Source: an optimization exercise on an open RTL-to-GDS flow (aim: small area, a short achievable clock period and few clock cycles). Production flows keep margins and buffers that such runs may drop.
No activity file was given, so power comes from the tool's default toggle rates.

==> flow/design.v <==
`timescale 1ns/1ns
package alu_pkg;
	localparam int word_width = 32;
	typedef enum logic [3:0] {
		op_add  = 4'd0,
		op_sub  = 4'd1,
		op_and  = 4'd2,
		op_or   = 4'd3,
		op_not  = 4'd4,
		op_neg  = 4'd5,
		op_shr  = 4'd6,
		op_shra = 4'd7,
		op_shl  = 4'd8,
		op_ror  = 4'd9,
		op_rol  = 4'd10,
		op_mul  = 4'd11
	} alu_op_t;
endpackage
`timescale 1ns/1ns
module alu_shifting (
	input  logic [31:0] a,
	input  logic [4:0]  s,
	input  logic [4:0]  k,
	input  logic        big,
	input  logic        left,
	input  logic        shift,
	input  logic        arith,
	output logic [31:0] c
);
	logic        fill;
	logic [31:0] rot;
	logic [31:0] th;
	logic [31:0] keep;
	assign fill = arith & a[31];
	always_comb begin
		rot = a;
		if (k[0]) rot = {rot[0],    rot[31:1]};
		if (k[1]) rot = {rot[1:0],  rot[31:2]};
		if (k[2]) rot = {rot[3:0],  rot[31:4]};
		if (k[3]) rot = {rot[7:0],  rot[31:8]};
		if (k[4]) rot = {rot[15:0], rot[31:16]};
	end
	always_comb begin
		for (int i = 0; i < 32; i++)
			th[i] = (5'(i) >= s);
	end
	always_comb begin
		if (!shift)
			keep = '1;
		else if (big)
			keep = '0;
		else if (left)
			keep = th;
		else
			for (int i = 0; i < 32; i++)
				keep[i] = th[31 - i];
	end
	assign c = (rot & keep) | ({32{fill}} & ~keep);
endmodule
`timescale 1ns/1ns
module alu_cla_adder #(
	parameter int W = 40
) (
	input  logic [W-1:0] a,
	input  logic [W-1:0] b,
	input  logic         cin,
	output logic [W-1:0] sum
);
	localparam int L = $clog2(W);
	logic [W-1:0] p;
	logic [L:0][W-1:0] g_l;
	logic [L:0][W-1:0] p_l;
	assign p = a ^ b;
	always_comb begin
		g_l[0]    = a & b;
		p_l[0]    = p;
		g_l[0][0] = (a[0] & b[0]) | (p[0] & cin);
		p_l[0][0] = 1'b0;
		for (int l = 0; l < L; l++) begin
			for (int i = 0; i < W; i++) begin
				if (((i >> l) & 1) != 0) begin
					g_l[l+1][i] = g_l[l][i] | (p_l[l][i] & g_l[l][((i >> l) << l) - 1]);
					p_l[l+1][i] = p_l[l][i] & p_l[l][((i >> l) << l) - 1];
				end else begin
					g_l[l+1][i] = g_l[l][i];
					p_l[l+1][i] = p_l[l][i];
				end
			end
		end
	end
	assign sum = p ^ {g_l[L][W-2:0], cin};
endmodule
`timescale 1ns/1ns
module alu_booth_step (
	input  logic [31:0] m,
	input  logic [3:0]  one,
	input  logic [3:0]  two,
	input  logic [3:0]  neg,
	input  logic [32:0] s_in,
	input  logic [32:0] c_in,
	output logic [32:0] s_out,
	output logic [32:0] c_out,
	output logic [7:0]  s_lo,
	output logic [7:0]  c_lo
);
	logic [32:0]      mx;
	logic [32:0]      m2x;
	logic [3:0][32:0] r;
	logic [40:0]      a0, a1, a2, a3, sx, cx;
	logic [40:0]      s1, c1, s2, c2, s3, c3, s4, c4;
	assign mx  = {m[31], m};
	assign m2x = {m, 1'b0};
	always_comb begin
		for (int i = 0; i < 4; i++)
			r[i] = (({33{one[i]}} & mx) | ({33{two[i]}} & m2x)) ^ {33{neg[i]}};
	end
	assign a0 = {8'd0, ~r[0][32], r[0][31:0]} | (41'd170 << 32);
	assign a1 = {6'd0, ~r[1][32], r[1][31:0], 2'd0};
	assign a2 = {4'd0, ~r[2][32], r[2][31:0], 4'd0};
	assign a3 = {2'd0, ~r[3][32], r[3][31:0], 6'd0};
	assign sx = {8'd0, s_in};
	assign cx = {8'd0, c_in};
	assign s1 = a0 ^ a1 ^ a2;
	assign c1 = {((a0 & a1) | (a0 & a2) | (a1 & a2)), 1'b0};
	assign s2 = a3 ^ sx ^ cx;
	assign c2 = {((a3 & sx) | (a3 & cx) | (sx & cx)), 1'b0};
	assign s3 = s1 ^ c1 ^ s2;
	assign c3 = {((s1 & c1) | (s1 & s2) | (c1 & s2)), 1'b0};
	assign s4 = s3 ^ c3 ^ c2;
	assign c4 = {((s3 & c3) | (s3 & c2) | (c3 & c2)), 1'b0};
	assign s_lo  = s4[7:0];
	assign c_lo  = c4[7:0];
	assign s_out = s4[40:8];
	assign c_out = c4[40:8];
endmodule
module alu_booth_enc (
	input  logic [7:0] b,
	input  logic       bm1,
	output logic [3:0] one,
	output logic [3:0] two,
	output logic [3:0] neg
);
	logic [8:0] bb;
	assign bb = {b, bm1};
	always_comb begin
		for (int i = 0; i < 4; i++) begin
			one[i] = bb[2*i+1] ^ bb[2*i];
			two[i] = (bb[2*i+2] & ~bb[2*i+1] & ~bb[2*i]) |
				(~bb[2*i+2] & bb[2*i+1] & bb[2*i]);
			neg[i] = bb[2*i+2];
		end
	end
endmodule
`timescale 1ns/1ns
module alu_result_stage (
	input  logic        f_sum,
	input  logic        f_and,
	input  logic        f_or,
	input  logic        f_not,
	input  logic        f_sh,
	input  logic [31:0] y,
	input  logic [31:0] b,
	input  logic [31:0] sum,
	input  logic [31:0] shift_c,
	output logic [31:0] result
);
	assign result = ({32{f_sum}} & sum) |
		({32{f_and}} & (y & b)) |
		({32{f_or}} & (y | b)) |
		({32{f_not}} & ~b) |
		({32{f_sh}} & shift_c);
endmodule
`timescale 1ns/1ns
import alu_pkg::*;
module alu_unit (
	input  logic                           clk,
	input  logic                           rst,
	input  logic [alu_pkg::word_width-1:0] bus_in,
	input  logic                           y_load,
	input  alu_pkg::alu_op_t               op,
	input  logic                           op_valid,
	output logic [alu_pkg::word_width-1:0] z_hi,
	output logic [alu_pkg::word_width-1:0] z_lo,
	output logic                           done,
	output logic                           busy
);
	logic        accept;
	logic        acc_mul;
	logic        is_sub;
	logic        is_left;
	logic [31:0] b_r;
	logic        yl_r;
	logic        f_sub, cin_r;
	logic        f_sq, f_ya, f_sum, f_and, f_or, f_not, f_sh;
	logic        f_left, f_shift, f_arith, f_big;
	logic [4:0]  f_k;
	logic        vn;
	logic        m1, ph2, ph3, ph4, ph5;
	logic [31:0] y;
	logic [31:0] b_raw;
	logic [31:0] y_next;
	logic        s32;
	logic [32:0] cs;
	logic [7:0]  sl, cl;
	logic        k;
	logic [3:0]  e_one, e_two, e_neg;
	logic [3:0]  n_one, n_two, n_neg;
	logic [3:0]  i_one, i_two, i_neg;
	logic        step;
	logic        step_more;
	logic [31:0] src;
	logic [32:0] negs;
	logic [32:0] st_s_in, st_c_in;
	logic [32:0] st_s, st_c;
	logic [7:0]  st_sl, st_cl;
	logic [8:0]  lo_sum;
	logic [7:0]  lo_byte;
	logic [39:0] add_a, add_b, add_sum;
	logic [31:0] shift_c;
	logic [31:0] result;
	assign accept  = op_valid & ~busy;
	assign acc_mul = accept & (op == op_mul);
	assign is_sub  = (op == op_sub) | (op == op_neg);
	assign is_left = (op == op_shl) | (op == op_rol);
	always_ff @(posedge clk) begin
		if (rst) begin
			yl_r <= 1'b0;
			vn   <= 1'b0;
			m1   <= 1'b0;
			ph2  <= 1'b0;
			ph3  <= 1'b0;
			ph4  <= 1'b0;
			ph5  <= 1'b0;
			busy <= 1'b0;
			done <= 1'b0;
		end else begin
			yl_r <= y_load & ~busy;
			vn   <= accept & (op != op_mul);
			m1   <= acc_mul;
			ph2  <= m1;
			ph3  <= ph2;
			ph4  <= ph3;
			ph5  <= ph4;
			busy <= acc_mul | m1 | ph2 | ph3;
			done <= vn | ph5;
		end
	end
	always_ff @(posedge clk) begin
		if (rst)
			b_r <= '0;
		else if (ph4)
			b_r <= st_c[31:0];
		else if (!busy)
			b_r <= bus_in ^ {32{is_sub}};
		f_sub   <= is_sub;
		cin_r   <= ph4 ? lo_sum[8] : (accept & is_sub);
		f_sq    <= accept & is_sub;
		f_ya    <= accept & ((op == op_add) | (op == op_sub));
		f_sum   <= accept & ((op == op_add) | is_sub);
		f_and   <= accept & (op == op_and);
		f_or    <= accept & (op == op_or);
		f_not   <= accept & (op == op_not);
		f_sh    <= accept & (op >= op_shr) & (op <= op_rol);
		f_left  <= is_left;
		f_shift <= (op == op_shr) | (op == op_shra) | (op == op_shl);
		f_arith <= (op == op_shra);
		f_big   <= |bus_in[31:5];
		f_k     <= is_left ? (5'd0 - bus_in[4:0]) : bus_in[4:0];
	end
	assign b_raw  = b_r ^ {32{f_sub}};
	assign y_next = yl_r ? b_raw : y;
	always_ff @(posedge clk) begin
		if (rst)
			y <= '0;
		else if (busy && y_load)
			y <= bus_in;
		else
			y <= y_next;
	end
	assign step      = m1 | ph2 | ph3 | ph4;
	assign step_more = m1 | ph2 | ph3;
	assign src       = m1 ? y : z_lo;
	alu_booth_enc u_enc_next (
		.b   (src[15:8]),
		.bm1 (src[7]),
		.one (n_one),
		.two (n_two),
		.neg (n_neg)
	);
	alu_booth_enc u_enc_first (
		.b   (y_next[7:0]),
		.bm1 (1'b0),
		.one (i_one),
		.two (i_two),
		.neg (i_neg)
	);
	always_ff @(posedge clk) begin
		if (step_more) begin
			e_one <= n_one;
			e_two <= n_two;
			e_neg <= n_neg;
		end else begin
			e_one <= i_one;
			e_two <= i_two;
			e_neg <= i_neg;
		end
	end
	always_comb begin
		negs = '0;
		for (int j = 0; j < 16; j++)
			negs[2*j] = y[2*j+1];
	end
	assign st_s_in = {s32, z_hi & {32{~m1}}};
	assign st_c_in = cs | (negs & {33{m1}});
	alu_booth_step u_step (
		.m     (b_r),
		.one   (e_one),
		.two   (e_two),
		.neg   (e_neg),
		.s_in  (st_s_in),
		.c_in  (st_c_in),
		.s_out (st_s),
		.c_out (st_c),
		.s_lo  (st_sl),
		.c_lo  (st_cl)
	);
	assign lo_sum = {1'b0, sl} + {1'b0, cl} + {8'd0, k};
	always_ff @(posedge clk) begin
		if (step) begin
			s32 <= st_s[32];
			cs  <= st_c;
			sl  <= st_sl;
			cl  <= st_cl;
			k   <= lo_sum[8];
		end else begin
			s32 <= 1'b1;
			cs  <= '0;
			sl  <= '0;
			cl  <= '0;
			k   <= 1'b0;
		end
	end
	assign add_a = {(y & {32{f_ya}}) | (z_hi & {32{ph5}}), sl};
	assign add_b = {b_r, cl | {8{f_sq}}};
	alu_cla_adder #(.W(40)) u_adder (
		.a   (add_a),
		.b   (add_b),
		.cin (cin_r),
		.sum (add_sum)
	);
	alu_shifting u_shifter (
		.a     (y),
		.s     (b_r[4:0]),
		.k     (f_k),
		.big   (f_big),
		.left  (f_left),
		.shift (f_shift),
		.arith (f_arith),
		.c     (shift_c)
	);
	alu_result_stage u_result (
		.f_sum   (f_sum),
		.f_and   (f_and),
		.f_or    (f_or),
		.f_not   (f_not),
		.f_sh    (f_sh),
		.y       (y),
		.b       (b_r),
		.sum     (add_sum[39:8]),
		.shift_c (shift_c),
		.result  (result)
	);
	assign lo_byte = ph5 ? add_sum[7:0] : lo_sum[7:0];
	always_ff @(posedge clk) begin
		z_hi <= (st_s[31:0] & {32{step}}) | (add_sum[39:8] & {32{ph5}});
		z_lo <= result | ({lo_byte, src[31:8]} & {32{step | ph5}});
	end
endmodule
Settings: LEC_CHECK=0, CAP_MARGIN=20, CORE_MARGIN=2, CORE_UTILIZATION=40, SETUP_SLACK_MARGIN=3.3, SLEW_MARGIN=20; clock period 6.0 ns.
run.sh (not shown) runs the stock make flow with config.mk's settings and CLKGATE_MAP_FILE= SYNTH_SCRIPT=/design/flow/synth_recipe.tcl, a recipe that flattens the netlist after the stock synthesis.
The first run completed, yet does not pass: antenna violations.
Next try:
--- a/flow/design.v
+++ b/flow/design.v
@@ -244,13 +244,11 @@
 			busy <= acc_mul | m1 | ph2 | ph3;
 			done <= vn | ph5;
 		end
 	end
 	always_ff @(posedge clk) begin
-		if (rst)
-			b_r <= '0;
-		else if (ph4)
+		if (ph4)
 			b_r <= st_c[31:0];
 		else if (!busy)
 			b_r <= bus_in ^ {32{is_sub}};
 		f_sub   <= is_sub;
 		cin_r   <= ph4 ? lo_sum[8] : (accept & is_sub);
=>
- This time the run finished with timing, DRC and antenna clean
- flip-flop and latch count stays the same
- via count went up by about 3.3%
- register-to-register slack is better by 0.03 ns
- clock power barely changes
- synthesized area went down by about 0.6%
- routed wire length went up by 9.1%
- first-iteration DRC count went up by 4.0%
- cell count went up by about 1.1%
- cell area went up by about 5.4%
No run of this note included a check of the RTL's function; only the layout flow was run.

## port drivers added, routing unchanged
The flow's constraints put no driver on any port. The routed layouts listed below were extracted and timed again, unchanged, in two steps. Step 1 sets driving cells, clkbuf_16 on the clock port and buf_2 on the other inputs (assumed; they add their load-dependent delay and slew). Step 2, shift: input delay + t, output delay - t, t = (earliest + latest rising clock arrival at the registers) / 2. This alone moves slack from input paths to output paths. Three values: ideal, step 1, step 2; two values: the first two.
run	t (ns)	setup WS [ns]	pins driven straight from the clock port
the first run	0.615	2.635 / 2.635 / 2.635	1
the second run	0.631	2.665 / 2.665 / 2.665	1
